This is an optimization exercise on Yosys and OpenROAD, whose aim is small area, not a production implementation. RTL that was checked went through simulation tests only; none was proved equivalent to the original. For run 2, only the layout was checked, not whether the RTL still works. Power figures rest on the tool's default switching activity, not on a simulated workload.

===== config.mk =====
export PLATFORM = sky130hd
export DESIGN_NAME = decode_stage
export DESIGN_NICKNAME = decode_stage
export VERILOG_FILES = /design/flow/design.v
export SDC_FILE = /design/flow/constraint.sdc
export NUM_CORES = 4
export LEC_CHECK = 0
export CAP_MARGIN = 0
export CORE_MARGIN = 2
export CORE_UTILIZATION = 30
export PLACE_DENSITY = 0.5
export SLEW_MARGIN = 0
export SYNTH_HIERARCHICAL = 1

===== constraint.sdc =====
create_clock -name core_clock -period 7.0 [get_ports {clock}]
set_input_delay 1.4000 -clock core_clock [delete_from_list [all_inputs] [get_ports {clock}]]
set_output_delay 1.4000 -clock core_clock [all_outputs]
set_load 0.01 [all_outputs]

===== design.v =====
package mips_isa_pkg;
    localparam int IMM_W       = 16;                 
    localparam int INDEX_W     = 26;                 
    localparam int PC_REGION_W = 32 - INDEX_W - 2;  
    typedef logic [32-1:0]       word_t;
    typedef logic [5-1:0] reg_addr_t;
    typedef logic [5:0]             opcode_t;
    typedef logic [5:0]             funct_t;
    typedef logic [4:0]             shamt_t;
    typedef logic [IMM_W-1:0]       imm16_t;
    typedef logic [INDEX_W-1:0]     index_t;
    typedef struct packed {
        opcode_t   opcode;
        reg_addr_t rs;
        reg_addr_t rt;
        reg_addr_t rd;
        shamt_t    shamt;
        funct_t    funct;
    } r_fmt_t;
    typedef struct packed {
        opcode_t   opcode;
        reg_addr_t rs;
        reg_addr_t rt;
        imm16_t    imm;
    } i_fmt_t;
    typedef struct packed {
        opcode_t opcode;
        index_t  index;
    } j_fmt_t;
    localparam opcode_t OPC_RTYPE = 6'b000000;
    localparam opcode_t OPC_J     = 6'b000010;
    localparam opcode_t OPC_JAL   = 6'b000011;
    localparam opcode_t OPC_BEQ   = 6'b000100;
    localparam opcode_t OPC_BNE   = 6'b000101;
    localparam opcode_t OPC_ADDI  = 6'b001000;
    localparam opcode_t OPC_ADDIU = 6'b001001;
    localparam opcode_t OPC_SLTI  = 6'b001010;
    localparam opcode_t OPC_SLTIU = 6'b001011;
    localparam opcode_t OPC_ANDI  = 6'b001100;
    localparam opcode_t OPC_ORI   = 6'b001101;
    localparam opcode_t OPC_XORI  = 6'b001110;
    localparam opcode_t OPC_LUI   = 6'b001111;
    localparam opcode_t OPC_LW    = 6'b100011;
    localparam opcode_t OPC_SW    = 6'b101011;
    localparam logic [3:0] FUNCT_SHIFT_GRP = 4'b0000;  
    localparam logic [2:0] FUNCT_JUMP_GRP  = 3'b001;   
endpackage
package decode_pkg;
    typedef logic [2:0] command_t;
    typedef logic [5:0] control_t;
    typedef logic [2:0] imm_kind_t;
    typedef logic [1:0] target_kind_t;
    typedef logic [1:0] dest_kind_t;
    localparam command_t CMD_NONE        = 3'd0;
    localparam command_t CMD_ALU         = 3'd1;
    localparam command_t CMD_JUMP_BRANCH = 3'd2;
    localparam command_t CMD_LOAD        = 3'd3;
    localparam command_t CMD_STORE       = 3'd7;
    localparam control_t CTRL_NONE = 6'b000000;
    localparam control_t CTRL_ADD  = 6'b100000;
    localparam control_t CTRL_AND  = 6'b100100;
    localparam control_t CTRL_OR   = 6'b100101;
    localparam control_t CTRL_XOR  = 6'b100110;
    localparam control_t CTRL_SLT  = 6'b101010;
    localparam control_t CTRL_LUI  = 6'b111111;
    localparam control_t CTRL_BEQ  = 6'd1;
    localparam control_t CTRL_BNE  = 6'd2;
    localparam control_t CTRL_J    = 6'd3;
    localparam control_t CTRL_JAL  = 6'd4;
    localparam imm_kind_t IMM_NONE    = 3'd0;
    localparam imm_kind_t IMM_SHAMT   = 3'd1;  
    localparam imm_kind_t IMM_SEXT16  = 3'd2;
    localparam imm_kind_t IMM_ZEXT16  = 3'd3;
    localparam imm_kind_t IMM_UPPER16 = 3'd4;  
    localparam imm_kind_t IMM_LINK    = 3'd5;  
    localparam target_kind_t TGT_NONE   = 2'd0;
    localparam target_kind_t TGT_NEXT   = 2'd1;
    localparam target_kind_t TGT_BRANCH = 2'd2;
    localparam target_kind_t TGT_JUMP   = 2'd3;
    localparam dest_kind_t DEST_NONE = 2'd0;
    localparam dest_kind_t DEST_RD   = 2'd1;
    localparam dest_kind_t DEST_RT   = 2'd2;
endpackage
import mips_isa_pkg::*;
module decode_stage_reg (
    input  logic                           clock,
    input  logic                           reset,
    input  logic                           clear,
    input  logic                           stall,
    input  logic [4*32-1:0] instructions,
    input  logic [4*32-1:0] pcs,
    output logic [4*32-1:0] slot_words,
    output logic [4*32-1:0] slot_pcs
);
    localparam int W = 4 * 32;
    logic hold, load;
    assign hold = !reset && stall;
    assign load = !reset && !stall && !clear;
    logic [W-1:0] words_next, pcs_next;
    for (genvar i = 0; i < W; i++) begin : g_next
        ao22 word_i (.a1(hold), .a2(slot_words[i]), .b1(load), .b2(instructions[i]), .x(words_next[i]));
        ao22 pc_i   (.a1(hold), .a2(slot_pcs[i]),   .b1(load), .b2(pcs[i]),          .x(pcs_next[i]));
    end
    always_ff @(posedge clock) begin
        slot_words <= words_next;
        slot_pcs   <= pcs_next;
    end
endmodule
module ao22 (
    input  logic a1,
    input  logic a2,
    input  logic b1,
    input  logic b2,
    output logic x
);
    assign x = (a1 & a2) | (b1 & b2);
endmodule
module ao221 (
    input  logic a1,
    input  logic a2,
    input  logic b1,
    input  logic b2,
    input  logic c1,
    output logic x
);
    assign x = (a1 & a2) | (b1 & b2) | c1;
endmodule
module ao222 (
    input  logic a1,
    input  logic a2,
    input  logic b1,
    input  logic b2,
    input  logic c1,
    input  logic c2,
    output logic x
);
    assign x = (a1 & a2) | (b1 & b2) | (c1 & c2);
endmodule
module and2 (
    input  logic a,
    input  logic b,
    output logic x
);
    assign x = a & b;
endmodule
module or2 (
    input  logic a,
    input  logic b,
    output logic x
);
    assign x = a | b;
endmodule
module xor2 (
    input  logic a,
    input  logic b,
    output logic x
);
    assign x = a ^ b;
endmodule
module xnor2 (
    input  logic a,
    input  logic b,
    output logic x
);
    assign x = !(a ^ b);
endmodule
module nand2 (
    input  logic a,
    input  logic b,
    output logic y
);
    assign y = !(a & b);
endmodule
module nand2b (
    input  logic a_n,
    input  logic b,
    output logic y
);
    assign y = a_n | !b;
endmodule
module nor2 (
    input  logic a,
    input  logic b,
    output logic y
);
    assign y = !(a | b);
endmodule
module ao21 (
    input  logic a1,
    input  logic a2,
    input  logic b1,
    output logic x
);
    assign x = (a1 & a2) | b1;
endmodule
module ha (
    input  logic a,
    input  logic b,
    output logic s,
    output logic co
);
    assign s  = a ^ b;
    assign co = a & b;
endmodule
module fa (
    input  logic a,
    input  logic b,
    input  logic c,
    output logic s,
    output logic co
);
    assign s  = a ^ b ^ c;
    assign co = (a & b) | (a & c) | (b & c);
endmodule
import mips_isa_pkg::*;
import decode_pkg::*;
module slot_decoder (
    input  mips_isa_pkg::word_t  word,
    output decode_pkg::command_t command,
    output decode_pkg::control_t control_signal,
    output logic                 sel_imm,
    output logic                 is_branch,    
    output logic                 rs_used,      
    output logic                 rt_used,      
    output logic                 rd_from_rd,   
    output logic                 rd_from_rt,   
    output logic                 imm_shamt,    
    output logic                 imm_low,      
    output logic                 imm_upper,    
    output logic                 imm_sign,     
    output logic                 imm_link,     
    output logic                 tgt_sum,      
    output logic                 tgt_jump      
);
    logic [5:0] op;
    logic [5:0] f;
    assign op = word[31:26];
    assign f  = word[5:0];
    logic n54, op_lo, n3lo, is_rtype, is_ialu, o32, is_jump, is_jal, n42, is_mem, is_sw;
    logic nlui, is_lui, n31, rtype_or_branch, ialu_or_mem;
    nor2  n54_i   (.a(op[5]), .b(op[4]), .y(n54));                        
    or3   oplo_i  (.a(op[2]), .b(op[1]), .c(op[0]), .x(op_lo));           
    nor2  n3lo_i  (.a(op[3]), .b(op_lo), .y(n3lo));                       
    and2  rtype_i (.a(n54), .b(n3lo), .x(is_rtype));                      
    and2  ialu_i  (.a(n54), .b(op[3]), .x(is_ialu));                      
    or2   o32_i   (.a(op[3]), .b(op[2]), .x(o32));
    and3b jump_i  (.a_n(o32), .b(n54), .c(op[1]), .x(is_jump));           
    and2  jal_i   (.a(is_jump), .b(op[0]), .x(is_jal));                   
    nor2  n42_i   (.a(op[4]), .b(op[2]), .y(n42));
    and4  mem_i   (.a(op[5]), .b(n42), .c(op[1]), .d(op[0]), .x(is_mem));  
    and2  sw_i    (.a(is_mem), .b(op[3]), .x(is_sw));                     
    nand3 nlui_i  (.a(op[2]), .b(op[1]), .c(op[0]), .y(nlui));
    and4  lui_i   (.a(is_ialu), .b(op[2]), .c(op[1]), .d(op[0]), .x(is_lui));
    nor2  n31_i   (.a(op[3]), .b(op[1]), .y(n31));
    and3  br_i    (.a(n54), .b(op[2]), .c(n31), .x(is_branch));           
    or2   rb_i    (.a(is_rtype), .b(is_branch), .x(rtype_or_branch));
    or2   im_i    (.a(is_ialu), .b(is_mem), .x(ialu_or_mem));
    logic nf54, nf32, rjump, nrd;
    nor2  nf54_i  (.a(f[5]), .b(f[4]), .y(nf54));
    nor2  nf32_i  (.a(f[3]), .b(f[2]), .y(nf32));
    and3  rjump_i (.a(is_rtype), .b(nf54), .c(f[3]), .x(rjump));          
    nor2  nrd_i   (.a(is_rtype), .b(ialu_or_mem), .y(nrd));
    nor2  cmd0_i  (.a(nrd), .b(rjump), .y(command[0]));
    or4   cmd1_i  (.a(rjump), .b(is_branch), .c(is_jump), .d(is_mem), .x(command[1]));
    assign command[2] = is_sw;
    logic ctl3_i_term, nbj, beq_or_j, ctl0_i_term, nop0_13, j_only, bne_or_j;
    ao21  ctl5_i  (.a1(is_rtype), .a2(f[5]), .b1(is_ialu), .x(control_signal[5]));
    ao21  ctl4_i  (.a1(is_rtype), .a2(f[4]), .b1(is_lui), .x(control_signal[4]));
    and3b ctl3t_i (.a_n(op[2]), .b(is_ialu), .c(op[1]), .x(ctl3_i_term));  
    ao211 ctl3_i  (.a1(is_rtype), .a2(f[3]), .b1(ctl3_i_term), .c1(is_lui), .x(control_signal[3]));
    ao221 ctl2_i  (.a1(is_rtype), .a2(f[2]), .b1(is_ialu), .b2(op[2]), .c1(is_jal), .x(control_signal[2]));
    nor2  nop0_i  (.a(op[0]), .b(o32), .y(nop0_13));                      
    and3  jonly_i (.a(n54), .b(op[1]), .c(nop0_13), .x(j_only));          
    ao21  bnej_i  (.a1(is_branch), .a2(op[0]), .b1(j_only), .x(bne_or_j));
    ao221 ctl1_i  (.a1(is_rtype), .a2(f[1]), .b1(is_ialu), .b2(op[1]), .c1(bne_or_j), .x(control_signal[1]));
    nor2  nbj_i   (.a(is_branch), .b(is_jump), .y(nbj));
    nor2  beqj_i  (.a(op[0]), .b(nbj), .y(beq_or_j));                     
    and3  ctl0t_i (.a(is_ialu), .b(op[2]), .c(op[0]), .x(ctl0_i_term));   
    ao211 ctl0_i  (.a1(is_rtype), .a2(f[0]), .b1(ctl0_i_term), .c1(beq_or_j), .x(control_signal[0]));
    ao311 sel_i   (.a1(is_rtype), .a2(nf54), .a3(nf32), .b1(ialu_or_mem), .c1(is_jal), .x(sel_imm));
    logic n20;
    or2   rs_i    (.a(rtype_or_branch), .b(ialu_or_mem), .x(rs_used));
    assign rt_used    = rtype_or_branch;
    assign rd_from_rd = is_rtype;
    assign rd_from_rt = ialu_or_mem;
    assign imm_shamt  = is_rtype;
    ao21  low_i   (.a1(is_ialu), .a2(nlui), .b1(is_mem), .x(imm_low));
    assign imm_upper  = is_lui;
    nor2  n20_i   (.a(op[2]), .b(op[0]), .y(n20));                        
    ao32  sign_i  (.a1(is_ialu), .a2(n20), .a3(word[15]), .b1(is_mem), .b2(word[15]), .x(imm_sign));
    assign imm_link   = is_jal;
    assign tgt_sum    = rtype_or_branch;
    assign tgt_jump   = is_jump;
endmodule
module and3b (
    input  logic a_n,
    input  logic b,
    input  logic c,
    output logic x
);
    assign x = !a_n & b & c;
endmodule
module and3 (
    input  logic a,
    input  logic b,
    input  logic c,
    output logic x
);
    assign x = a & b & c;
endmodule
module and4 (
    input  logic a,
    input  logic b,
    input  logic c,
    input  logic d,
    output logic x
);
    assign x = a & b & c & d;
endmodule
module or3 (
    input  logic a,
    input  logic b,
    input  logic c,
    output logic x
);
    assign x = a | b | c;
endmodule
module or4 (
    input  logic a,
    input  logic b,
    input  logic c,
    input  logic d,
    output logic x
);
    assign x = a | b | c | d;
endmodule
module nand3 (
    input  logic a,
    input  logic b,
    input  logic c,
    output logic y
);
    assign y = !(a & b & c);
endmodule
module ao211 (
    input  logic a1,
    input  logic a2,
    input  logic b1,
    input  logic c1,
    output logic x
);
    assign x = (a1 & a2) | b1 | c1;
endmodule
module ao32 (
    input  logic a1,
    input  logic a2,
    input  logic a3,
    input  logic b1,
    input  logic b2,
    output logic x
);
    assign x = (a1 & a2 & a3) | (b1 & b2);
endmodule
module ao311 (
    input  logic a1,
    input  logic a2,
    input  logic a3,
    input  logic b1,
    input  logic c1,
    output logic x
);
    assign x = (a1 & a2 & a3) | b1 | c1;
endmodule
import mips_isa_pkg::*;
import decode_pkg::*;
module operand_former (
    input  mips_isa_pkg::word_t      word,
    input  mips_isa_pkg::word_t      pc,
    input  logic                     is_branch,
    input  logic                     rs_used,
    input  logic                     rt_used,
    input  logic                     rd_from_rd,
    input  logic                     rd_from_rt,
    input  logic                     imm_shamt,
    input  logic                     imm_low,
    input  logic                     imm_upper,
    input  logic                     imm_sign,
    input  logic                     imm_link,
    input  logic                     tgt_sum,
    input  logic                     tgt_jump,
    output mips_isa_pkg::reg_addr_t  rd,
    output mips_isa_pkg::reg_addr_t  rs,
    output mips_isa_pkg::reg_addr_t  rt,
    output mips_isa_pkg::word_t      imm,
    output mips_isa_pkg::word_t      target_pc
);
    mips_isa_pkg::word_t next_pc;
    pc_adder adder_i (
        .a         (pc[31:2]),
        .w         (word[15:0]),
        .is_branch (is_branch),
        .sum       (next_pc[31:2])
    );
    assign next_pc[1:0] = pc[1:0];
    for (genvar k = 0; k < 5; k++) begin : g_reg
        and2 rs_i (.a(rs_used), .b(word[21+k]), .x(rs[k]));
        and2 rt_i (.a(rt_used), .b(word[16+k]), .x(rt[k]));
        ao22 rd_i (.a1(rd_from_rd), .a2(word[11+k]), .b1(rd_from_rt), .b2(word[16+k]), .x(rd[k]));
    end
    for (genvar k = 0; k < 5; k++) begin : g_imm_shamt
        ao222 imm_i (.a1(imm_shamt), .a2(word[6+k]), .b1(imm_low), .b2(word[k]),
                     .c1(imm_link), .c2(next_pc[k]), .x(imm[k]));
    end
    for (genvar k = 5; k < 16; k++) begin : g_imm_low
        ao22 imm_i (.a1(imm_low), .a2(word[k]), .b1(imm_link), .b2(next_pc[k]), .x(imm[k]));
    end
    for (genvar k = 16; k < 32; k++) begin : g_imm_high
        ao221 imm_i (.a1(imm_upper), .a2(word[k-16]), .b1(imm_link), .b2(next_pc[k]),
                     .c1(imm_sign), .x(imm[k]));
    end
    for (genvar k = 0; k < 2; k++) begin : g_tgt_align
        and2 tgt_i (.a(tgt_sum), .b(pc[k]), .x(target_pc[k]));
    end
    for (genvar k = 2; k < 28; k++) begin : g_tgt_index
        ao22 tgt_i (.a1(tgt_sum), .a2(next_pc[k]), .b1(tgt_jump), .b2(word[k-2]), .x(target_pc[k]));
    end
    for (genvar k = 28; k < 32; k++) begin : g_tgt_region
        ao22 tgt_i (.a1(tgt_sum), .a2(next_pc[k]), .b1(tgt_jump), .b2(pc[k]), .x(target_pc[k]));
    end
endmodule
module pc_adder (
    input  logic [29:0] a,
    input  logic [15:0] w,
    input  logic        is_branch,
    output logic [29:0] sum
);
    logic [15:0] b;   
    logic [16:0] c;   
    logic [15:0] t;   
    logic [16:0] k;   
    logic [16:0] ones;  
    logic [15:0] n;   
    for (genvar i = 0; i < 16; i++) begin : g_gate
        and2 b_i (.a(is_branch), .b(w[i]), .x(b[i]));
    end
    xnor2 s0_i (.a(a[0]), .b(b[0]), .x(sum[0]));
    or2   c1_i (.a(a[0]), .b(b[0]), .x(c[1]));
    for (genvar i = 1; i < 6; i++) begin : g_ripple
        fa fa_i (.a(a[i]), .b(b[i]), .c(c[i]), .s(sum[i]), .co(c[i+1]));
    end
    for (genvar blk = 0; blk < 2; blk++) begin : g_blk
        localparam int S = 6 + 5 * blk;
        ha ha_i (.a(a[S]), .b(b[S]), .s(t[S]), .co(k[S+1]));
        xor2 s_i (.a(t[S]), .b(c[S]), .x(sum[S]));
        assign ones[S+1] = t[S];
        for (genvar i = S + 1; i < S + 5; i++) begin : g_bit
            fa    fa_i   (.a(a[i]), .b(b[i]), .c(k[i]), .s(t[i]), .co(k[i+1]));
            and2  ones_i (.a(ones[i]), .b(t[i]), .x(ones[i+1]));
            nand2 n_i    (.a(c[S]), .b(ones[i]), .y(n[i]));
            xnor2 s_i    (.a(t[i]), .b(n[i]), .x(sum[i]));
        end
        ao21 c_i (.a1(ones[S+5]), .a2(c[S]), .b1(k[S+5]), .x(c[S+5]));
    end
    logic         x16;
    logic [28:16] e;
    logic [29:17] run;   
    logic [29:17] nflip;
    xor2 x16_i (.a(c[16]), .b(b[15]), .x(x16));
    xor2 s16_i (.a(a[16]), .b(x16), .x(sum[16]));
    for (genvar i = 16; i < 29; i++) begin : g_e
        xor2 e_i (.a(a[i]), .b(b[15]), .x(e[i]));
    end
    assign run[17] = e[16];
    for (genvar i = 18; i < 30; i++) begin : g_run
        and2 run_i (.a(run[i-1]), .b(e[i-1]), .x(run[i]));
    end
    for (genvar i = 17; i < 30; i++) begin : g_high
        nand2 nflip_i (.a(x16), .b(run[i]), .y(nflip[i]));
        xnor2 sum_i   (.a(a[i]), .b(nflip[i]), .x(sum[i]));
    end
endmodule
import mips_isa_pkg::*;
import decode_pkg::*;
module decode_stage (
    input  logic                                 clock,
    input  logic                                 reset,
    input  logic                                 clear,
    input  logic                                 stall,
    input  logic [4*32-1:0]       instructions,
    input  logic [4*32-1:0]       pcs,
    output logic [4*5-1:0] rd,
    output logic [4*5-1:0] rs,
    output logic [4*5-1:0] rt,
    output logic [4*3-1:0]           command,
    output logic [4*6-1:0]           control_signal,
    output logic [4-1:0]             sel_imm,
    output logic [4*32-1:0]       imm,
    output logic [4*32-1:0]       target_pc,
    output logic [4*32-1:0]       out_pcs
);
    logic [4*32-1:0] slot_words;
    logic [4*32-1:0] slot_pcs;
    decode_stage_reg stage_reg_i (
        .clock        (clock),
        .reset        (reset),
        .clear        (clear),
        .stall        (stall),
        .instructions (instructions),
        .pcs          (pcs),
        .slot_words   (slot_words),
        .slot_pcs     (slot_pcs)
    );
    for (genvar i = 0; i < 4; i++) begin : g_slot
        logic is_branch, rs_used, rt_used, rd_from_rd, rd_from_rt;
        logic imm_shamt, imm_low, imm_upper, imm_sign, imm_link, tgt_sum, tgt_jump;
        slot_decoder decoder_i (
            .word           (slot_words[i*32 +: 32]),
            .is_branch      (is_branch),
            .command        (command[i*3 +: 3]),
            .control_signal (control_signal[i*6 +: 6]),
            .sel_imm        (sel_imm[i]),
            .rs_used        (rs_used),
            .rt_used        (rt_used),
            .rd_from_rd     (rd_from_rd),
            .rd_from_rt     (rd_from_rt),
            .imm_shamt      (imm_shamt),
            .imm_low        (imm_low),
            .imm_upper      (imm_upper),
            .imm_sign       (imm_sign),
            .imm_link       (imm_link),
            .tgt_sum        (tgt_sum),
            .tgt_jump       (tgt_jump)
        );
        operand_former former_i (
            .word       (slot_words[i*32 +: 32]),
            .pc         (slot_pcs[i*32 +: 32]),
            .is_branch  (is_branch),
            .rs_used    (rs_used),
            .rt_used    (rt_used),
            .rd_from_rd (rd_from_rd),
            .rd_from_rt (rd_from_rt),
            .imm_shamt  (imm_shamt),
            .imm_low    (imm_low),
            .imm_upper  (imm_upper),
            .imm_sign   (imm_sign),
            .imm_link   (imm_link),
            .tgt_sum    (tgt_sum),
            .tgt_jump   (tgt_jump),
            .rd         (rd[i*5 +: 5]),
            .rs         (rs[i*5 +: 5]),
            .rt         (rt[i*5 +: 5]),
            .imm        (imm[i*32 +: 32]),
            .target_pc  (target_pc[i*32 +: 32])
        );
        assign out_pcs[i*32 +: 32] = slot_pcs[i*32 +: 32];
    end
endmodule

===== flow/run.sh =====
#!/bin/bash
# Standard layout, with the smallest buffer on every port and a clock tree of few, large clusters.
set -euo pipefail
bash standard.sh 'BUFFER_PORTS_ARGS=-buffer_cell sky130_fd_sc_hd__buf_1' \
  'CTS_ARGS=-sink_clustering_enable -repair_clock_nets -dont_use_dummy_load -buf_list sky130_fd_sc_hd__clkbuf_8 -sink_clustering_size 16 -sink_clustering_max_diameter 80' \
  finish > make_finish.log 2>&1

===== standard.sh =====
#!/bin/bash
# synth_recipe.tcl (not shown) runs the flow's synth.tcl, then flattens the netlist and writes it again
# the make line also repeats each setting of config.mk as NAME=value (left out here)
make -C /OpenROAD-flow-scripts/flow DESIGN_CONFIG=/design/flow/config.mk WORK_HOME=/design/flow/orfs CLKGATE_MAP_FILE= SYNTH_SCRIPT=/design/flow/synth_recipe.tcl "${@:-finish}"

==> impl_metrics.toml, run 1 <==
[die]
core.rowCount = 82
initial_core_util = 0.3028
num_io_pins = 744
die_w_um = 228.8
core_area_mm2 = 0.05007
dieArea_mm2 = 0.05234
die_h_um = 228.8

[place]
gp_congestion = 1.001
dpl.hpwl_um = 55820
place_area_mm2 = 0.01895
io_buffers = 743

[grt]
met3_usage = 0.04978
met1_usage = 0.3368
track_usage = 0.2651
grt_max_degree = 201
grt_remaining_overflow = 0
antenna_found_initial = 19
met2_usage = 0.4547
grt_pass1_wl_um = 107300
global_route.peak_usage_layer = "met2"
grt_pass1_vias = 15960

[drt]
wire_per_inst_um = 25.17
drtAntennaViolNets = 0
via_count = 16660
drc = 0
viasPerCell = 5.635
wirelength_um = 74420
drt_iter0_drc = 1351
drtPass1Iterations = 5

[hold_path]
whs_path_depth = 1
hold_start = "stage_reg_i.slot_words[31]$_DFF_P_"
hold_class = "register to register"
whs_endpoint = "stage_reg_i.slot_words[31]$_DFF_P_"

[clock_tree]
clock_path_buffers = 3
ctsHoldBuffers = 0
cts_inserted_buffers = 24
root_buffer = "clkbuf_8"
clk_latency_ps = 600
cts.sinks = 256
h-tree-depth = 1
cts_tree = "yes"
clk_pin_slew_ps = 100

[synthesis]
syn_inst = 1482
ys_seq_area_frac = 0.3381
synth_warnings = 7
ys_ff_latch = 256
synth_area_mm2 = 0.01516
syn_area_per_cell_um2 = 10.23
ys_types = 26
synth_nets = 1802

[critical_path]
crit_arrival_ps = 5350
worstReg2RegStart = "stage_reg_i.slot_words[40]$_DFF_P_"
worstSetupPathType = "register to output port"
reg2reg_depth = 1
r2r_slack_ps = 6100
critPathRequiredTime_ps = 5600
crit_fanout = 14
r2r_end = "stage_reg_i.slot_words[40]$_DFF_P_"
startpoint_type = "register"
end_kind = "output port"

[timing]
fin_setup_tns_ps = 0
drv_slew = 0
finalCritPeriodShare = 0.9642
min_period_ps = 6750
fin_skew_ps = 0
worstMarginPinSlew_ps = 1036
rsz0062_at_grt = "false"
setup_viol = 0
relSlewSlack = 0.3096
hold_violations = 0
max_clock_freq_ghz = 0.1482

[final_layout]
final_cell_mix = "buf_1, a22o_1, dfxtp_1, and2_1, nand2_1"
final_common_cell = "buf_1"
nFillCells = 5314
finalInstanceArea_mm2 = 0.01942
drive_gt1_frac = 0.03310
area_growth_pct = 28.15
fin_util = 0.3880
finalNetCount = 2588

[run_status]
status = "finished clean"

[power_and_ir_drop]
leakagePower_nw = 8.150
powerDensity_mw_per_mm2 = 158.1
peakVddDrop_mv = 0.1180

[job]
drv_cap = 0
## logic make-up after synthesis
kind of cell               Yosys count  synth area share
AOI/OAI and AO/OA                  572            0.3368
adders and majority gates           60           0.07528
buffers and inverters               32           0.01090
DFF                                256            0.3381
and+or+nand+nor                    406            0.1488
xor gates and xnor gates           156           0.09014
## per-stage QoR
stage	hold WS, ps	setup slack, ps	std cells	power, mW
floorplan	464.9	151.6	1482	1.948
global route	532.0	8.463	2951	3.206
detailed placement	494.4	604.6	2914	2.241
CTS	513.3	12.78	2938	3.097
global placement	489.8	629.7	2914	2.240
finish	508.5	250.3	2957	3.070
## worst max path at each step
stage | startpoint | end | slack, ps | cells after the start
floorplan | stall | stage_reg_i.slot_pcs[0]$_DFF_P_ | 150 | 2
global placement | stage_reg_i.slot_words[123]$_DFF_P_ | imm[122] | 630 | 17
detailed placement | stage_reg_i.slot_words[27]$_DFF_P_ | imm[24] | 600 | 17
CTS | stage_reg_i.slot_words[91]$_DFF_P_ | imm[84] | 10 | 17
global route | stage_reg_i.slot_words[29]$_DFF_P_ | imm[21] | 8 | 17
finish | stage_reg_i.slot_words[126]$_DFF_P_ | imm[122] | 250 | 17
## synthesized netlist by cell type (all sizes together)
library cell / instances / area share
or3: 4 / 0.0017
xor2: 68 / 0.039
and4: 8 / 0.0046
nand2: 84 / 0.021
dfxtp: 256 / 0.34
and3: 16 / 0.0066
fa: 52 / 0.069
and3b: 8 / 0.0046
nand3: 4 / 0.0013
xnor2: 88 / 0.051
inv: 20 / 0.0050
or2: 20 / 0.0083
a311o: 4 / 0.0026
buf: 12 / 0.0059
a221o: 72 / 0.048
and2: 208 / 0.086
ha: 8 / 0.0066
nor3: 1 / 0.00066
or4: 4 / 0.0020
a211o: 8 / 0.0046
nor2b: 1 / 0.00058
a21o: 24 / 0.012
a22o: 440 / 0.25
a222oi: 20 / 0.013
a32o: 4 / 0.0026
nor2: 48 / 0.012
## routing by layer
layer / up-vias / wire length [um]
met5: - / 38
met4: 6 / 2063
met3: 127 / 5626
met2: 854 / 36200
met1: 8296 / 30490
li1: 7379 / -
## timing repair
action,in CTS,in global routing
buffers inserted,0,0
pin swaps,0,3
endpoints found under the setup margin,8,96
resized for setup,5,16
## where the power goes
part           leakage, nW  total, mW  internal (mW)  switching (mW)
Clock                0.173      0.852          0.306           0.546
Combinational         5.88      0.601          0.224           0.377
Sequential            2.09       1.62           1.51           0.103
Total                 8.15       3.07           2.04            1.03
## final cells by class
type | count | area (um2) | area share
Antenna cell | 19 | 47.55 | 0.002448
Clock buffer | 24 | 330.3 | 0.01700
Inverter | 20 | 75.07 | 0.003865
Multi-Input combinational cell | 1194 | 9965 | 0.5130
Sequential cell | 256 | 5135 | 0.2643
Tap cell | 672 | 840.8 | 0.04328
Timing Repair Buffer | 772 | 3032 | 0.1561
## worst max-delay path: stages, from the launching register on
cell	delay, ps
dfxtp_1	370
nor2_1	90
and3_1	180
and2_1	180
or2_1	240
fa_1	380
fa_1	390
fa_1	420
fa_1	410
fa_2	430
a21o_1	250
a21o_1	180
xor2_1	130
buf_4	240
nand2_1	120
xnor2_2	290
a221o_1	240
buf_1	160
## flip-flops by register name, summed over array words and instances (netlist names)
register,flops
stage_reg_i.slot_pcs,128
stage_reg_i.slot_words,128
## per-module statistics from Yosys, one instance, submodules excluded, excerpt
module | area, um2 | times used | flip-flops and latches
xor2 | 8.758 | 68 | 0
ao311 | 10.01 | 4 | 0
nand2 | 3.754 | 84 | 0
fa | 20.02 | 52 | 0
or3 | 6.256 | 4 | 0
ha | 12.51 | 8 | 0
==> run 2: changes to the inputs <==
--- a/design.v
+++ b/design.v
@@ -444,7 +444,7 @@
         and2 b_i (.a(is_branch), .b(w[i]), .x(b[i]));
     end
     xnor2 s0_i (.a(a[0]), .b(b[0]), .x(sum[0]));
-    or2   c1_i (.a(a[0]), .b(b[0]), .x(c[1]));
+    ao21  c1_i (.a1(is_branch), .a2(w[0]), .b1(a[0]), .x(c[1]));
     for (genvar i = 1; i < 6; i++) begin : g_ripple
         fa fa_i (.a(a[i]), .b(b[i]), .c(c[i]), .s(sum[i]), .co(c[i+1]));
     end
--- a/config.mk
+++ b/config.mk
@@ -5,9 +5,9 @@
 export SDC_FILE = /design/flow/constraint.sdc
 export NUM_CORES = 4
 export LEC_CHECK = 0
-export CAP_MARGIN = 0
+export CAP_MARGIN = 20
 export CORE_MARGIN = 2
 export CORE_UTILIZATION = 30
 export PLACE_DENSITY = 0.5
-export SLEW_MARGIN = 0
+export SLEW_MARGIN = 20
 export SYNTH_HIERARCHICAL = 1
==> run 2 against run 1 <==
Compared with the run above: design area increased by 0.21%; still clean; wire length decreased by 3.6%; highest routed layer unchanged; clock skew stayed put; critical path depth shrank 1; critical endpoint is now imm[89]; first-iteration DRC count up 0.96%; hold slack better by 0.90 ps; sequential power is essentially flat; register-to-register slack better by 40 ps; largest power group unchanged.
==> impl_metrics.toml, run 2 <==
[synthesis]
synth_edf_count = 0
syn_inst = 1482
synth_warnings = 7
ys_types = 26
ys_seq_area_frac = 0.3380
synth_area_mm2 = 0.01516
async_flop_share = 0
yosys.cell_count.top_type = "a22o_1"
synth_top_flop_cell = "dfxtp_1"
yosysTopAreaCell = "dfxtp_1"
yosys.area.top_type_share = 0.3380
yosys-top-cells-count = "a22o_1, dfxtp_1, and2_1"
ys_top_cells_by_area = "dfxtp_1, a22o_1, and2_1"
ys_ff_latch = 256
synth_nets = 1802
syn_area_per_cell_um2 = 10.23

[final_layout]
final_cell_mix = "buf_1, a22o_1, dfxtp_1, and2_1, nand2_1"
top_regs = "stage_reg_i.slot_pcs x128, stage_reg_i.slot_words x128"
fin_cells = 2958
finalNetCount = 2589
fin_util = 0.3888
area_growth_pct = 28.38
final_common_cell = "buf_1"
drive_gt1_frac = 0.03397

[drt]
viasPerCell = 5.590
drtAntennaViolNets = 0
wirelength_um = 71710
drt_iter0_drc = 1364
wire_per_inst_um = 24.24
drtPass1Iterations = 8
via_count = 16530
drc = 0

[power_and_ir_drop]
p_int_mw = 2.056
p_clk_frac = 0.280
p_seq_frac = 0.527
leakagePower_nw = 8.197
pwr-share-comb = 0.192
power_mw = 3.071
powerDensity_mw_per_mm2 = 157.7
switching_share = 0.3304
peakVddDrop_mv = 0.1305
p_switching_mw = 1.015

[critical_path]
worstReg2RegStart = "stage_reg_i.slot_words[47]$_DFF_P_"
crit_arrival_ps = 5350
worstSetupPathType = "register to output port"
r2r_slack_ps = 6140
crit_top_cell = "fa_1"
critPathRequiredTime_ps = 5600
startpoint_type = "register"
end_kind = "output port"
cp_top_family = "adder cells"
worst-path-buf-inv = 2
r2r_end = "stage_reg_i.slot_words[47]$_DFF_P_"
crit_slowest_cell = "fa_1"
reg2reg_depth = 1
crit_fanout = 21
slowest_delay_ps = 480
worstPathCellList = "nor2_1, and3_2, and2_1, fa_1, fa_1, fa_1, fa_1, fa_1, a21o_1, a21o_1, xor2_1, buf_4, nand2_1, xnor2_2, a221o_1, buf_1"

[clock_tree]
h-tree-depth = 1
cts_inserted_buffers = 25
clk_latency_ps = 580
clk_pin_slew_ps = 110
cts.sinks = 256
root_buffer = "clkbuf_8"
cts_tree = "yes"
clock_path_buffers = 3

[die]
core.rowCount = 82
initial_core_util = 0.3029
die_w_um = 228.8
num_io_pins = 744
dieArea_mm2 = 0.05236
core_area_mm2 = 0.05007
die_h_um = 228.8

[timing]
min_period_ps = 6748
hold_violations = 0
max_clock_freq_ghz = 0.1482
worstMarginPinSlew_ps = 1027
setup_viol = 0
worst_slack_ps = 251.9
drv_slew = 0
relSlewSlack = 0.3151
finalCritPeriodShare = 0.9640
fin_skew_ps = 0

[place]
place_inst = 2914
dpl.hpwl_um = 53380
io_buffers = 743
gp_congestion = 0.9544
dp_slack_ps = 616.9

[grt]
grt_remaining_overflow = 0
grt_max_degree = 142
antenna_found_initial = 22
track_usage = 0.2566
grt_pass1_wl_um = 104000
grt_pass1_vias = 15910

[hold_path]
whs_endpoint = "stage_reg_i.slot_words[63]$_DFF_P_"
hold_start = "stage_reg_i.slot_words[63]$_DFF_P_"
whs_path_depth = 1
hold_class = "register to register"

[job]
drv_cap = 0

[run_status]
status = "finished clean"
==> run 2: cell types whose count changed in the layout (fill, tap and decap cells not counted), sizes merged <==
cell,previous run,this run
clkbuf,24,26
buf,772,771
a21o,24,28
or2,20,16
==> run 2: area by class of cell <==
type	instances	area, um2
fillers	5357	30600
well taps	672	840.8
clock buffers	25	344.1
diodes	19	47.55
flip-flops and latches	256	5134
inverters	20	75.07
multi-input cells	1194	9985
repair buffers	772	3040
==> run 2: worst max-delay path by stage <==
stage / startpoint / to / slack, ps / cells past startpoint
5_1_grt: stage_reg_i.slot_words[61]$_DFF_P_ / imm[59] / -8 / 18
3_3_place_gp: stage_reg_i.slot_words[123]$_DFF_P_ / imm[115] / 670 / 18
6_report: stage_reg_i.slot_words[91]$_DFF_P_ / imm[89] / 250 / 16
4_1_cts: stage_reg_i.slot_words[123]$_DFF_P_ / imm[115] / 10 / 18
3_5_place_dp: stage_reg_i.slot_words[123]$_DFF_P_ / imm[115] / 620 / 18
2_1_floorplan: stall / stage_reg_i.slot_pcs[0]$_DFF_P_ / 150 / 2
==> run 2: power groups by stage <==
stage	logic, mW	registers, mW	clock network, mW
global placement	0.580	1.65	0
finish	0.591	1.62	0.861
detailed placement	0.581	1.65	0
global route	0.635	1.63	0.943
floorplan	0.328	1.62	0
CTS	0.584	1.62	0.901
==> run 2: per-stage QoR <==
| step | TNS (ps) | area, um2 | hold WS (ps) |
|---|---|---|---|
| 4_1_cts | 0 | 19320 | 514.0 |
| 2_1_floorplan | 0 | 15170 | 464.9 |
| 6_report | 0 | 19470 | 509.4 |
| 3_3_place_gp | 0 | 18960 | 482.2 |
| 5_1_grt | -18.69 | 19460 | 548.7 |
| 3_5_place_dp | 0 | 18960 | 491.3 |
==> run 2: routing by layer <==
metal	track usage	up-vias	share of wire
met2	0.4258	809	0.48
met4	0.1114	6	0.042
met5	0	-	0.00061
met3	0.05826	139	0.074
met1	0.3187	8205	0.40
li1	-	7375	-
==> run 2: cell families after synthesis <==
family,share of synthesized area
fa+ha+maj,0.07525
buf+inv,0.01089
simple gates,0.1471
compound gates,0.3386
xor+xnor,0.09011
flops,0.3380
==> run 2: what timing repair did <==
item | in CTS | in global routing
gates cloned | 0 | 0
pin swaps | 0 | 1
resized for setup | 4 | 20
endpoints found under the setup margin | 9 | 104
buffers inserted | 0 | 0
hold buffers | 0 | 0
==> run 2: modules after synthesis (local to each module, per instance), a selection <==
module	cells	flops+latches	cell area (um2)
nor2	1	0	3.754
ao32	1	0	10.01
xnor2	1	0	8.758
ao222	2	0	13.76
xor2	1	0	8.758
ao221	1	0	10.01
==> run 3: changes to the inputs <==
--- a/design.v
+++ b/design.v
@@ -171,13 +171,6 @@
 );
     assign y = !(a & b);
 endmodule
-module nand2b (
-    input  logic a_n,
-    input  logic b,
-    output logic y
-);
-    assign y = a_n | !b;
-endmodule
 module nor2 (
     input  logic a,
     input  logic b,
@@ -444,7 +437,7 @@
         and2 b_i (.a(is_branch), .b(w[i]), .x(b[i]));
     end
     xnor2 s0_i (.a(a[0]), .b(b[0]), .x(sum[0]));
-    ao21  c1_i (.a1(is_branch), .a2(w[0]), .b1(a[0]), .x(c[1]));
+    or2   c1_i (.a(a[0]), .b(b[0]), .x(c[1]));
     for (genvar i = 1; i < 6; i++) begin : g_ripple
         fa fa_i (.a(a[i]), .b(b[i]), .c(c[i]), .s(sum[i]), .co(c[i+1]));
     end
==> flow/run.sh (replaced) <==
#!/bin/bash
# Standard layout, with the smallest buffer on every port and a clock tree of clkbuf_8 buffers, each
# driving a cluster of at most 16 flip-flops, without dummy loads.
set -euo pipefail
bash standard.sh 'BUFFER_PORTS_ARGS=-buffer_cell sky130_fd_sc_hd__buf_1' \
  'CTS_ARGS=-sink_clustering_enable -repair_clock_nets -dont_use_dummy_load -buf_list sky130_fd_sc_hd__clkbuf_8 -sink_clustering_size 16 -sink_clustering_max_diameter 80' \
  finish > make_finish.log 2>&1
==> run 3 against run 2 <==
Compared with the run above: still clean on timing, DRC and antenna; worst setup slack lost 1.6 ps; sequential power about the same; die area about the same; count of clock-buffer cells in the layout down 1; sequential share of layout area grew 0.063 points; register-to-register slack lost 40 ps; wire length rose by 3.8%; design area shrank 0.21%; combinational power increased by 2%; largest cell class unchanged; largest power group unchanged; highest routed layer unchanged.
==> impl_metrics.toml, run 3 <==
[run_status]
status = "finished clean"

[grt]
grt_max_degree = 201
antenna_found_initial = 19
track_usage = 0.2651
grt_remaining_overflow = 0
grt_pass1_wl_um = 107300
grt_pass1_vias = 15960

[die]
die_w_um = 228.8
die_h_um = 228.8
core.rowCount = 82
core_area_mm2 = 0.05007
dieArea_mm2 = 0.05234
num_io_pins = 744
initial_core_util = 0.3028

[clock_tree]
h-tree-depth = 1
clock_path_buffers = 3
cts_inserted_buffers = 24
cts_tree = "yes"
ctsHoldBuffers = 0
cts.sinks = 256
clk_latency_ps = 600
post-cts-setup-buffers = 0
root_buffer = "clkbuf_8"
clk_pin_slew_ps = 100

[drt]
wirelength_um = 74420
drtPass1Iterations = 5
route.met2.wl_um = 36200
drc = 0
drt_iter0_drc = 1351
dr.max_layer_used = "met5"
met3_length_um = 5626
viasPerCell = 5.635
wire_per_inst_um = 25.17
drtAntennaViolNets = 0
wl_met1_um = 30490
via_count = 16660

[job]
drv_cap = 0

[place]
gp_congestion = 1.001
io_buffers = 743
dp_slack_ps = 604.6
dpl.hpwl_um = 55820
place_area_mm2 = 0.01895

[synthesis]
yosys.cell_count.top_type = "a22o_1"
yosys.area.top_type_share = 0.3381
synth_top_flop_cell = "dfxtp_1"
syn_area_per_cell_um2 = 10.23
synth_nets = 1802
ys_ff_latch = 256
async_flop_share = 0
yosysTopAreaCell = "dfxtp_1"
syn_inst = 1482
synth_area_mm2 = 0.01516
synth_warnings = 7
ys_seq_area_frac = 0.3381
ys_types = 26
synth_edf_count = 0
yosys-top-cells-count = "a22o_1, dfxtp_1, and2_1"
ys_top_cells_by_area = "dfxtp_1, a22o_1, and2_1"

[critical_path]
worstSetupPathType = "register to output port"
slowest_delay_ps = 430
r2r_slack_ps = 6100
crit_arrival_ps = 5350
end_kind = "output port"
crit_top_cell = "fa_1"
crit_slowest_cell = "fa_2"
worstPathCellList = "nor2_1, and3_1, and2_1, or2_1, fa_1, fa_1, fa_1, fa_1, fa_2, a21o_1, a21o_1, xor2_1, buf_4, nand2_1, xnor2_2, a221o_1, buf_1"
startpoint_type = "register"
critPathRequiredTime_ps = 5600
crit_fanout = 14
worst-path-buf-inv = 2
cp_top_family = "adder cells"

[timing]
min_period_ps = 6750
drv_slew = 0
worstMarginPinSlew_ps = 1036
finalCritPeriodShare = 0.9642
rsz0062_at_grt = "false"
fin_skew_ps = 0
relSlewSlack = 0.3096
setup_viol = 0
max_clock_freq_ghz = 0.1482
worst_slack_ps = 250.3
fin_setup_tns_ps = 0
hold_violations = 0

[final_layout]
final_cell_mix = "buf_1, a22o_1, dfxtp_1, and2_1, nand2_1"
top_regs = "stage_reg_i.slot_pcs x128, stage_reg_i.slot_words x128"
finalInstanceArea_mm2 = 0.01942
area_growth_pct = 28.15
drive_gt1_frac = 0.03310
final_common_cell = "buf_1"
fin_util = 0.3880
finalNetCount = 2588

[power_and_ir_drop]
powerDensity_mw_per_mm2 = 158.1
leakagePower_nw = 8.150
peakVddDrop_mv = 0.1180
power_mw = 3.070

[hold_path]
hold_class = "register to register"
run 3: changes by cell type after synthesis, sizes merged:
cell	change
a21o	-4
or2	+4
run 3: cell type report:
type	count	area, um2
flip-flops and latches	256	5135
well taps	672	840.8
diodes	19	47.55
multi-input cells	1194	9965
repair buffers	772	3032
inverters	20	75.07
fillers	5314	30640
clock buffers	24	330.3
run 3: metal layers:
layer,vias up,track usage
li1,7379,-
met1,8296,0.3368
met2,854,0.4547
met3,127,0.04978
met4,6,0.08076
met5,-,0
run 3: cell families after synthesis:
family	after synthesis	share of synthesized area
buf+inv	32	0.01090
flops	256	0.3381
compound gates	572	0.3368
fa+ha+maj	60	0.07528
xor+xnor	156	0.09014
simple gates	406	0.1488
run 3: metrics by stage:
stage,std cells,hold WS [ps]
6_report,2957,508.5
5_1_grt,2951,532.0
4_1_cts,2938,513.3
3_5_place_dp,2914,494.4
3_3_place_gp,2914,489.8
2_1_floorplan,1482,464.9
run 3: repair_timing:
item	4_1_cts	5_1_grt
resized for setup	5	16
setup endpoints to repair	8	96
pin swaps	0	3
run 3: worst paths after layout:
kind	cells past startpoint	startpoint	end
setup reg to reg	1	stage_reg_i.slot_words[40]$_DFF_P_	stage_reg_i.slot_words[40]$_DFF_P_
setup / recovery	17	stage_reg_i.slot_words[126]$_DFF_P_	imm[122]
hold reg to reg	1	stage_reg_i.slot_words[31]$_DFF_P_	stage_reg_i.slot_words[31]$_DFF_P_
hold / removal	1	stage_reg_i.slot_words[31]$_DFF_P_	stage_reg_i.slot_words[31]$_DFF_P_
run 3: where the power goes:
part	switching, mW	internal (mW)
Combinational	0.377	0.224
Sequential	0.103	1.51
Clock	0.546	0.306
run 3: Yosys stat by module, one instance, submodules excluded, a selection:
module / copies in the design / cells inside
fa: 52 / 1
ao22: 440 / 1
and3b: 8 / 1
and4: 8 / 1
or4: 4 / 1
and3: 16 / 1
nand2: 84 / 1
==> run 4: changes to the inputs <==
--- a/config.mk
+++ b/config.mk
@@ -8,6 +8,6 @@
 export CAP_MARGIN = 20
 export CORE_MARGIN = 2
 export CORE_UTILIZATION = 30
-export PLACE_DENSITY = 0.5
+export PLACE_DENSITY = 0.65
 export SLEW_MARGIN = 20
 export SYNTH_HIERARCHICAL = 1
==> run 4 against run 3 <==
Compared with the run above: sequential cell count unchanged; fmax about the same; count of clock-buffer cells in the layout up 3; first-iteration DRC count up 17%.
==> impl_metrics.toml, run 4 <==
[run_status]
status = "finished clean"

[synthesis]
yosys.area.top_type_share = 0.3381
synth_compound_area_frac = 0.3368
synth_xor_area_frac = 0.09014
syn_area_per_cell_um2 = 10.23
synthSimpleGateAreaFrac = 0.1488
synth_area_mm2 = 0.01516
ys_seq_area_frac = 0.3381
syn_inst = 1482
async_flop_share = 0
ys_top_cells_by_area = "dfxtp_1, a22o_1, and2_1"
synth_top_flop_cell = "dfxtp_1"
synth_nets = 1802
yosysTopAreaCell = "dfxtp_1"
synth_top_family_by_area = "compound AO/OA/AOI/OAI gates"
synth_warnings = 7
synth_edf_count = 0
synthMuxAreaShare = 0
ys_types = 26
ys_ff_latch = 256
synth_fa_ha_area_frac = 0.07528
yosys-top-cells-count = "a22o_1, dfxtp_1, and2_1"
yosys.cell_count.top_type = "a22o_1"

[die]
initial_core_util = 0.3028
die_h_um = 228.8
die_w_um = 228.8
core.rowCount = 82
dieArea_mm2 = 0.05234
num_io_pins = 744
core_area_mm2 = 0.05007

[final_layout]
drive_gt1_frac = 0.03736
top_regs = "stage_reg_i.slot_pcs x128, stage_reg_i.slot_words x128"
area_growth_pct = 28.62
final_common_cell = "buf_1"
finalNetCount = 2597
final_cell_mix = "buf_1, a22o_1, dfxtp_1, and2_1, nand2_1"
nFillCells = 5313

[critical_path]
reg2reg_depth = 1
worstPathCellList = "nor2_1, and3_1, and2_1, or2_1, fa_1, fa_1, fa_1, fa_1, fa_2, a21o_2, a21o_1, xor2_1, buf_4, nand2_1, xnor2_1, a221o_1, buf_1"
end_kind = "output port"
startpoint = "stage_reg_i.slot_words[91]$_DFF_P_"
r2r_slack_ps = 6090
startpoint_type = "register"
cp_top_family = "adder cells"
worstReg2RegStart = "stage_reg_i.slot_words[41]$_DFF_P_"
path_depth = 17
crit_slowest_cell = "dfxtp_2"
worstSetupPathType = "register to output port"
slowest_delay_ps = 410
critical_path.endpoint = "imm[84]"
crit_arrival_ps = 5350
crit_fanout = 14
r2r_end = "stage_reg_i.slot_words[41]$_DFF_P_"
worst-path-buf-inv = 2
critPathRequiredTime_ps = 5600
crit_top_cell = "fa_1"

[timing]
worstMarginPinSlew_ps = 1051
finalCritPeriodShare = 0.9646
worst_slack_ps = 248.1
relSlewSlack = 0.2991
max_clock_freq_ghz = 0.1481
fin_skew_ps = 0
min_period_ps = 6752
setup_viol = 0
hold_violations = 0
rsz0062_at_grt = "false"
fin_setup_tns_ps = 0
drv_slew = 0

[power_and_ir_drop]
powerDensity_mw_per_mm2 = 160.4
leakagePower_nw = 8.209
peakVddDrop_mv = 0.1379

[clock_tree]
cts.sinks = 256
root_buffer = "clkbuf_8"
clk_latency_ps = 630
cts_inserted_buffers = 27
ctsHoldBuffers = 0
post-cts-setup-buffers = 0
h-tree-depth = 1
clock_path_buffers = 3
clk_pin_slew_ps = 100
cts_tree = "yes"
cts_resized = 5

[grt]
met3_usage = 0.04790
track_usage = 0.2647
met2_usage = 0.4404
met1_usage = 0.3360
grt_max_degree = 129
global_route.peak_usage_layer = "met2"
grt_pass1_vias = 16230
grt_pass1_wl_um = 107200
antenna_found_initial = 12
grt_remaining_overflow = 0

[drt]
via_count = 16980
viasPerCell = 5.739
drtPass1Iterations = 6
wire_per_inst_um = 25.03
drtAntennaViolNets = 0
drc = 0
drt_iter0_drc = 1578
wirelength_um = 74070

[place]
gp_congestion = 1.023
dp_slack_ps = 614.6
io_buffers = 743
dpl.hpwl_um = 56620

[hold_path]
hold_class = "register to register"

[job]
drv_cap = 0
==> run 4: cell counts after synthesis <==
No cell type changed its count.
==> run 4: per-layer routing <==
metal,share of wire,up-vias
met5,0.00051,-
met3,0.087,162
met1,0.40,8393
li1,-,7372
met4,0.045,6
met2,0.47,1048
==> run 4: worst min path at each step <==
stage / startpoint / end / cells after the start
3_3_place_gp: stage_reg_i.slot_words[25]$_DFF_P_ / stage_reg_i.slot_words[25]$_DFF_P_ / 1
6_report: stage_reg_i.slot_words[25]$_DFF_P_ / stage_reg_i.slot_words[25]$_DFF_P_ / 1
3_5_place_dp: stage_reg_i.slot_words[25]$_DFF_P_ / stage_reg_i.slot_words[25]$_DFF_P_ / 1
5_1_grt: stage_reg_i.slot_words[62]$_DFF_P_ / stage_reg_i.slot_words[62]$_DFF_P_ / 1
4_1_cts: stage_reg_i.slot_words[25]$_DFF_P_ / stage_reg_i.slot_words[25]$_DFF_P_ / 1
2_1_floorplan: stage_reg_i.slot_words[117]$_DFF_P_ / stage_reg_i.slot_words[117]$_DFF_P_ / 1
==> run 4: through the flow <==
step / area, um2 / util / hold slack [ps] / std cells / power [mW]
final: 19500 / 0.3894 / 515.6 / 2959 / 3.127
after global routing: 19490 / 0.3892 / 533.6 / 2956 / 3.241
after CTS: 19390 / 0.3873 / 518.9 / 2947 / 3.143
after detailed placement: 18980 / 0.3792 / 489.7 / 2920 / 2.244
after global placement: 18980 / 0.3792 / 480.0 / 2920 / 2.242
after floorplan: 15160 / - / 464.9 / 1482 / 1.948
==> run 4: final cells by class <==
cell class | instances | area [um2] | area share
Tap cell | 672 | 840.8 | 0.04313
Inverter | 20 | 75.07 | 0.003851
Timing Repair Buffer | 778 | 3068 | 0.1574
Sequential cell | 256 | 5130 | 0.2631
Multi-Input combinational cell | 1194 | 9981 | 0.5119
Clock buffer | 27 | 371.6 | 0.01906
Antenna cell | 12 | 30.03 | 0.001540
==> run 4: per-module statistics from Yosys, one instance, submodules excluded, excerpt <==
| module | copies in the design | cell area [um2] |
|---|---|---|
| fa | 52 | 20.02 |
| ao221 | 72 | 10.01 |
| ao22 | 440 | 8.758 |
| ao211 | 8 | 8.758 |
| and4 | 8 | 8.758 |
| or2 | 20 | 6.256 |
| and2 | 208 | 6.256 |
==> run 4: power by group <==
| part | switching, mW | internal (mW) |
|---|---|---|
| clock network | 0.557 | 0.341 |
| logic | 0.379 | 0.227 |
| registers | 0.109 | 1.51 |
| total | 1.04 | 2.08 |
==> run 4: cells by family (layout without fill, tap and decap cells) <==
logic type	after synthesis	count (layout)
AOI/OAI and AO/OA	572	572
xor gates and xnor gates	156	156
adders and majority gates	60	60
buffers and inverters	32	825
DFF	256	256
other	0	12
and+or+nand+nor	406	406
==> run 5: changes to the inputs <==
--- a/config.mk
+++ b/config.mk
@@ -8,6 +8,6 @@
 export CAP_MARGIN = 20
 export CORE_MARGIN = 2
 export CORE_UTILIZATION = 30
-export PLACE_DENSITY = 0.65
+export PLACE_DENSITY = 0.35
 export SLEW_MARGIN = 20
 export SYNTH_HIERARCHICAL = 1
==> run 5 against run 4 <==
Compared with the run above: clock skew is the same; sequential cell count unchanged; worst setup slack got worse by 40 ps; clock power fell by 4.7%; critical path depth is the same; core utilization is 0.055 points higher; die area unchanged; critical path type unchanged; critical endpoint is now imm[27]; largest cell class unchanged; largest power group unchanged.
==> impl_metrics.toml, run 5 <==
[run_status]
status = "finished clean"

[die]
die_w_um = 228.8
num_io_pins = 744
die_h_um = 228.8
initial_core_util = 0.3028
core_area_mm2 = 0.05007
core.rowCount = 82
dieArea_mm2 = 0.05234

[timing]
worstMarginPinSlew_ps = 965.8
finalCritPeriodShare = 0.9703
hold_ws_ps = 507.9
relSlewSlack = 0.3561
drv_slew = 0
rsz0062_at_grt = "false"
hold_violations = 0
max_clock_freq_ghz = 0.1472
fin_setup_tns_ps = 0
setup_viol = 0
fin_skew_ps = 0
min_period_ps = 6792

[hold_path]
whs_path_depth = 1
hold_start = "stage_reg_i.slot_words[121]$_DFF_P_"
hold_class = "register to register"
whs_endpoint = "stage_reg_i.slot_words[121]$_DFF_P_"

[synthesis]
synth_nets = 1802
synth_top_flop_cell = "dfxtp_1"
ys_types = 26
yosys.cell_count.top_type = "a22o_1"
async_flop_share = 0
synth_warnings = 7
ys_seq_area_frac = 0.3381
ys_top_cells_by_area = "dfxtp_1, a22o_1, and2_1"
synth_edf_count = 0
yosys.area.top_type_share = 0.3381
yosys-top-cells-count = "a22o_1, dfxtp_1, and2_1"
synth_area_mm2 = 0.01516
yosysTopAreaCell = "dfxtp_1"
ys_ff_latch = 256
syn_area_per_cell_um2 = 10.23
syn_inst = 1482

[place]
dpl.hpwl_um = 61420
io_buffers = 743
gp_congestion = 0.9104
place_inst = 2920

[critical_path]
startpoint_type = "register"
crit_arrival_ps = 5390
crit_fanout = 10
worstPathCellList = "nor2_1, and3_1, and2_1, or2_1, fa_1, fa_1, fa_1, fa_1, fa_2, a21o_4, a21o_1, xor2_1, buf_4, nand2_1, xnor2_4, a221o_1, buf_1"
slowest_delay_ps = 420
worstReg2RegStart = "stage_reg_i.slot_words[15]$_DFF_P_"
r2r_slack_ps = 6140
crit_top_cell = "fa_1"
worst-path-buf-inv = 2
crit_slowest_cell = "fa_2"
cp_top_family = "adder cells"
end_kind = "output port"
r2r_end = "stage_reg_i.slot_words[15]$_DFF_P_"
worstSetupPathType = "register to output port"
reg2reg_depth = 1
critPathRequiredTime_ps = 5600

[drt]
via_count = 16270
viasPerCell = 5.493
wire_per_inst_um = 27.04
drtPass1Iterations = 6
drc = 0
route.met2.wl_um = 39470
wl_met1_um = 32800
met3_length_um = 5503
wirelength_um = 80070
dr.max_layer_used = "met5"
drtAntennaViolNets = 0
drt_iter0_drc = 1238

[power_and_ir_drop]
powerDensity_mw_per_mm2 = 158.3
leakagePower_nw = 8.223
power_mw = 3.090
peakVddDrop_mv = 0.1144

[clock_tree]
cts_inserted_buffers = 24
clk_latency_ps = 640
h-tree-depth = 1
root_buffer = "clkbuf_8"
cts_tree = "yes"
clock_path_buffers = 3
clk_pin_slew_ps = 100
ctsHoldBuffers = 0
cts.sinks = 256

[job]
drv_cap = 0

[final_layout]
final_cell_mix = "buf_1, a22o_1, dfxtp_1, and2_1, nand2_1"
fin_util = 0.3899
area_growth_pct = 28.80
fin_cells = 2961
finalNetCount = 2595
final_common_cell = "buf_1"
top_regs = "stage_reg_i.slot_pcs x128, stage_reg_i.slot_words x128"
drive_gt1_frac = 0.04048
multi_input_area_mm2 = 0.01002
regArea_mm2 = 0.005139
nFillCells = 5430

[grt]
track_usage = 0.2907
grt_pass1_wl_um = 115000
grt_pass1_vias = 16000
grt_max_degree = 129
antenna_found_initial = 24
grt_remaining_overflow = 0
## run 5: cell types whose count changed in the layout (fill, tap and decap cells not counted), moves of 2 or more
cell	previous run	this run
clkbuf_8	27	24
dfxtp_1	252	249
dfxtp_4	0	2
diode_2	12	16
xnor2_1	76	73
xnor2_2	12	14
## run 5: how the worst max path moves through the flow
| stage | startpoint | slack, ps | cells after the start | endpoint |
|---|---|---|---|---|
| 2_1_floorplan | stall | 150 | 2 | stage_reg_i.slot_pcs[0]$_DFF_P_ |
| 3_3_place_gp | stage_reg_i.slot_words[27]$_DFF_P_ | 610 | 17 | imm[27] |
| 3_5_place_dp | stage_reg_i.slot_words[27]$_DFF_P_ | 500 | 17 | imm[27] |
| 4_1_cts | stage_reg_i.slot_words[27]$_DFF_P_ | 0.2 | 17 | imm[25] |
| 5_1_grt | stage_reg_i.slot_words[30]$_DFF_P_ | 2 | 17 | imm[27] |
| 6_report | stage_reg_i.slot_words[27]$_DFF_P_ | 210 | 17 | imm[27] |
## run 5: layout make-up
class                           count  area share
Antenna cell                       16    0.002051
Clock buffer                       24     0.01692
Inverter                           20    0.003845
Multi-Input combinational cell   1194      0.5133
Sequential cell                   256      0.2632
Tap cell                          672     0.04307
Timing Repair Buffer              779      0.1576
## run 5: modules after synthesis (local to each module, per instance), a selection
module,times used,area [um2]
slot_decoder,4,22.52
fa,52,20.02
ha,8,12.51
ao221,72,10.01
ao311,4,10.01
xor2,68,8.758
ao211,8,8.758
and3b,8,8.758
ao21,24,7.507
or2,20,6.256
and3,16,6.256
nand2,84,3.754
## run 5: timing repair
item	CTS	global route
buffers inserted	0	1
pin swaps	1	0
resized for setup	9	24
endpoints found under the hold margin	0	0
endpoints found under the setup margin	27	91
## run 5: power breakdown
group | internal [mW] | total (mW) | switching, mW
Sequential | 1.51 | 1.62 | 0.105
Combinational | 0.227 | 0.615 | 0.388
Clock | 0.305 | 0.856 | 0.551
## run 5: kinds of logic (layout without fill, tap and decap cells)
family | after synthesis | after routing | share of synthesized area
DFF | 256 | 256 | 0.3381
AOI/OAI and AO/OA | 572 | 572 | 0.3368
other | 0 | 16 | 0
and+or+nand+nor | 406 | 406 | 0.1488
adders and majority gates | 60 | 60 | 0.07528
xor gates and xnor gates | 156 | 156 | 0.09014
buffers and inverters | 32 | 823 | 0.01090
## run 5: metrics by stage
step / area [um2] / setup WS [ps]
2_1_floorplan: 15160 / 151.6
3_3_place_gp: 18980 / 605.6
3_5_place_dp: 18980 / 495.7
4_1_cts: 19370 / 0.2256
5_1_grt: 19520 / 1.951
6_report: 19520 / 207.6
## run 5: layer usage
| metal | up-vias | track usage |
|---|---|---|
| li1 | 7361 | - |
| met1 | 8114 | 0.3645 |
| met2 | 682 | 0.5005 |
| met3 | 91 | 0.06475 |
| met4 | 18 | 0.08056 |
| met5 | - | 0 |
==> run 6: changes to the inputs <==
==> flow/run.sh (replaced) <==
#!/bin/bash
# Standard layout, with the smallest buffer on every port and a clock tree of clkbuf_8 buffers, each
# driving a cluster of at most 16 flip-flops, without dummy loads.
set -euo pipefail
bash standard.sh 'BUFFER_PORTS_ARGS=-buffer_cell sky130_fd_sc_hd__buf_1' \
  'CTS_ARGS=-sink_clustering_enable -repair_clock_nets -dont_use_dummy_load -buf_list sky130_fd_sc_hd__clkbuf_8 -sink_clustering_size 16 -sink_clustering_max_diameter 100' \
  finish > make_finish.log 2>&1
--- a/config.mk
+++ b/config.mk
@@ -8,6 +8,6 @@
 export CAP_MARGIN = 20
 export CORE_MARGIN = 2
 export CORE_UTILIZATION = 30
-export PLACE_DENSITY = 0.35
+export PLACE_DENSITY = 0.5
 export SLEW_MARGIN = 20
 export SYNTH_HIERARCHICAL = 1
==> run 6 against run 5 <==
Compared with the run above: still clean on timing, DRC and antenna; via count up 1.7%; wire length down 7.1%; clock skew unchanged; count of clock-buffer cells in the layout down 4; die area unchanged; core utilization down 0.24 points; fmax up 0.15%.
==> impl_metrics.toml, run 6 <==
[power_and_ir_drop]
powerDensity_mw_per_mm2 = 155.2
peakVddDrop_mv = 0.1274
pwr-share-comb = 0.200
leakagePower_nw = 8.156
p_clk_frac = 0.263
p_seq_frac = 0.537
p_switching_mw = 1.015
p_int_mw = 1.996
switching_share = 0.3371

[synthesis]
syn_area_per_cell_um2 = 10.23
synth_top_flop_cell = "dfxtp_1"
ys_types = 26
yosysTopAreaCell = "dfxtp_1"
yosys.cell_count.top_type = "a22o_1"
synth_nets = 1802
synth_area_mm2 = 0.01516
ys_ff_latch = 256
async_flop_share = 0
ys_seq_area_frac = 0.3381
yosys.area.top_type_share = 0.3381
ys_top_cells_by_area = "dfxtp_1, a22o_1, and2_1"
yosys-top-cells-count = "a22o_1, dfxtp_1, and2_1"
syn_inst = 1482
synth_edf_count = 0
synth_warnings = 7

[critical_path]
r2r_slack_ps = 6090
critPathRequiredTime_ps = 5600
crit_fanout = 14
worstPathCellList = "nor2_1, and3_1, and2_1, or2_1, fa_1, fa_1, fa_1, fa_1, fa_1, a21o_1, a21o_1, xor2_1, buf_4, nand2_1, xnor2_2, a221o_1, buf_1"
crit_top_cell = "fa_1"
worst-path-buf-inv = 2
crit_arrival_ps = 5380
startpoint = "stage_reg_i.slot_words[91]$_DFF_P_"
crit_slowest_cell = "fa_1"
worstSetupPathType = "register to output port"
end_kind = "output port"
worstReg2RegStart = "stage_reg_i.slot_words[40]$_DFF_P_"
cp_top_family = "adder cells"
startpoint_type = "register"
slowest_delay_ps = 520
reg2reg_depth = 1
r2r_end = "stage_reg_i.slot_words[40]$_DFF_P_"

[grt]
track_usage = 0.2653
met1_usage = 0.3339
antenna_found_initial = 25
grt_pass1_vias = 15880
met2_usage = 0.4489
global_route.peak_usage_layer = "met2"
grt_remaining_overflow = 0
met3_usage = 0.05352
grt_pass1_wl_um = 107200
grt_max_degree = 201

[drt]
via_count = 16550
viasPerCell = 5.600
wire_per_inst_um = 25.17
drtAntennaViolNets = 0
drc = 0
wirelength_um = 74380
drtPass1Iterations = 8
drt_iter0_drc = 1301

[place]
io_buffers = 743
dpl.hpwl_um = 55820
gp_congestion = 1.001
dp_slack_ps = 604.6

[clock_tree]
post-cts-setup-buffers = 0
ctsHoldBuffers = 0
clk_pin_slew_ps = 120
cts_inserted_buffers = 20
h-tree-depth = 1
cts_tree = "yes"
clock_path_buffers = 3
clk_latency_ps = 590
root_buffer = "clkbuf_8"
cts.sinks = 256

[timing]
setup_viol = 0
finalCritPeriodShare = 0.9689
relSlewSlack = 0.3174
min_period_ps = 6782
max_clock_freq_ghz = 0.1475
hold_violations = 0
rsz0062_at_grt = "false"
worst_slack_ps = 218.0
fin_setup_tns_ps = 0
fin_skew_ps = 0
drv_slew = 0
worstMarginPinSlew_ps = 1024

[final_layout]
finalNetCount = 2584
area_growth_pct = 28.01
drive_gt1_frac = 0.03316
final_cell_mix = "buf_1, a22o_1, dfxtp_1, and2_1, nand2_1"
fin_util = 0.3875
nFillCells = 5323
final_common_cell = "buf_1"
top_regs = "stage_reg_i.slot_pcs x128, stage_reg_i.slot_words x128"

[hold_path]
whs_endpoint = "stage_reg_i.slot_words[86]$_DFF_P_"
hold_class = "register to register"
hold_start = "stage_reg_i.slot_words[86]$_DFF_P_"
whs_path_depth = 1

[die]
die_w_um = 228.8
die_h_um = 228.8
core.rowCount = 82
dieArea_mm2 = 0.05234
core_area_mm2 = 0.05007
initial_core_util = 0.3028
num_io_pins = 744

[run_status]
status = "finished clean"

[job]
drv_cap = 0
run 6: cell counts after synthesis:
No cell type changed its count.
run 6: cell families after synthesis:
kind of cell / count (synthesis) / synth area share
compound gates: 572 / 0.3368
simple gates: 406 / 0.1488
flops: 256 / 0.3381
xor+xnor: 156 / 0.09014
fa+ha+maj: 60 / 0.07528
buf+inv: 32 / 0.01090
run 6: layout make-up:
type | count | area (um2) | share of cell area
antenna | 21 | 52.55 | 0.002708
tap | 672 | 840.8 | 0.04333
inverter | 20 | 75.07 | 0.003869
clock buffer | 20 | 275.3 | 0.01419
multi-input combinational | 1194 | 9992 | 0.5150
timing repair buffer | 772 | 3032 | 0.1562
sequential | 256 | 5136 | 0.2647
run 6: what timing repair did:
item | in CTS | in global routing
endpoints found under the hold margin | 0 | 0
gates resized for setup | 6 | 19
endpoints found under the setup margin | 9 | 93
pin swaps | 0 | 3
run 6: how the worst max path moves through the flow:
| stage | endpoint | slack, ps | cells after the start |
|---|---|---|---|
| 6_report | imm[85] | 220 | 17 |
| 3_3_place_gp | imm[122] | 630 | 17 |
| 5_1_grt | imm[122] | 10 | 17 |
| 4_1_cts | imm[84] | 20 | 17 |
| 2_1_floorplan | stage_reg_i.slot_pcs[0]$_DFF_P_ | 150 | 2 |
| 3_5_place_dp | imm[24] | 600 | 17 |
run 6: power groups by stage:
stage / logic [mW] / registers, mW / clock network, mW
after CTS: 0.596 / 1.62 / 0.834
after global routing: 0.643 / 1.63 / 0.875
after detailed placement: 0.592 / 1.65 / 0
final: 0.602 / 1.62 / 0.792
after floorplan: 0.328 / 1.62 / 0
after global placement: 0.592 / 1.65 / 0
run 6: Yosys stat by module (local to each module, per instance), a selection:
module            cells inside  times used  area [um2]
nand3                        1           4       5.005
or2                          1          20       6.256
xor2                         1          68       8.758
fa                           1          52       20.02
ha                           1           8       12.51
or4                          1           4       7.507
or3                          1           4       6.256
ao22                         1         440       8.758
and3b                        1           8       8.758
ao311                        1           4       10.01
decode_stage_reg           258           1        5144
nor2                         1          48       3.754
xnor2                        1          88       8.758
ao221                        1          72       10.01
and3                         1          16       6.256
run 6: routing by layer:
layer / share of wire / wire length [um]
met1: 0.41 / 30430
met2: 0.48 / 35740
met3: 0.079 / 5857
met4: 0.031 / 2291
met5: 0.00094 / 70
run 6: stage by stage:
step,cell area [um2],hold slack (ps),power [mW],cells
6_report,19400,518.9,3.011,2955
5_1_grt,19390,535.5,3.146,2950
4_1_cts,19270,520.5,3.045,2934
3_5_place_dp,18950,494.4,2.241,2914
3_3_place_gp,18950,489.8,2.240,2914
2_1_floorplan,15160,464.9,1.948,1482

==> separate check: timing with driven ports <==
Ports are ideal in the flow. The routed layouts listed here were re-timed in OpenROAD.
Step 1 sets driving cells, clkbuf_16 on the clock port and buf_2 on the other inputs (assumed; they add their load-dependent delay and slew).
Step 2 times the ports against the registers' clock, not the clock port: input delays grow and output delays shrink by t, the midpoint of the rising clock arrivals with the driver on.
Slacks: ideal ports / drivers / drivers and shift; pairs: ideal ports / drivers.
| run | shift t [ns] | slack for setup (ns) | clock arrival spread, ns |
|---|---|---|---|
| run 1 | 0.639 | 0.250 / 0.203 / 0.842 | 0.066 / 0.066 |
| run 2 | 0.645 | 0.252 / 0.198 / 0.842 | 0.084 / 0.083 |
| run 3 | 0.639 | 0.250 / 0.203 / 0.842 | 0.066 / 0.066 |
| run 4 | 0.645 | 0.248 / 0.198 / 0.843 | 0.068 / 0.067 |
| run 5 | 0.671 | 0.208 / 0.150 / 0.822 | 0.059 / 0.059 |
| run 6 | 0.637 | 0.218 / 0.170 / 0.807 | 0.049 / 0.049 |
After both steps setup and hold are still met in every run listed.
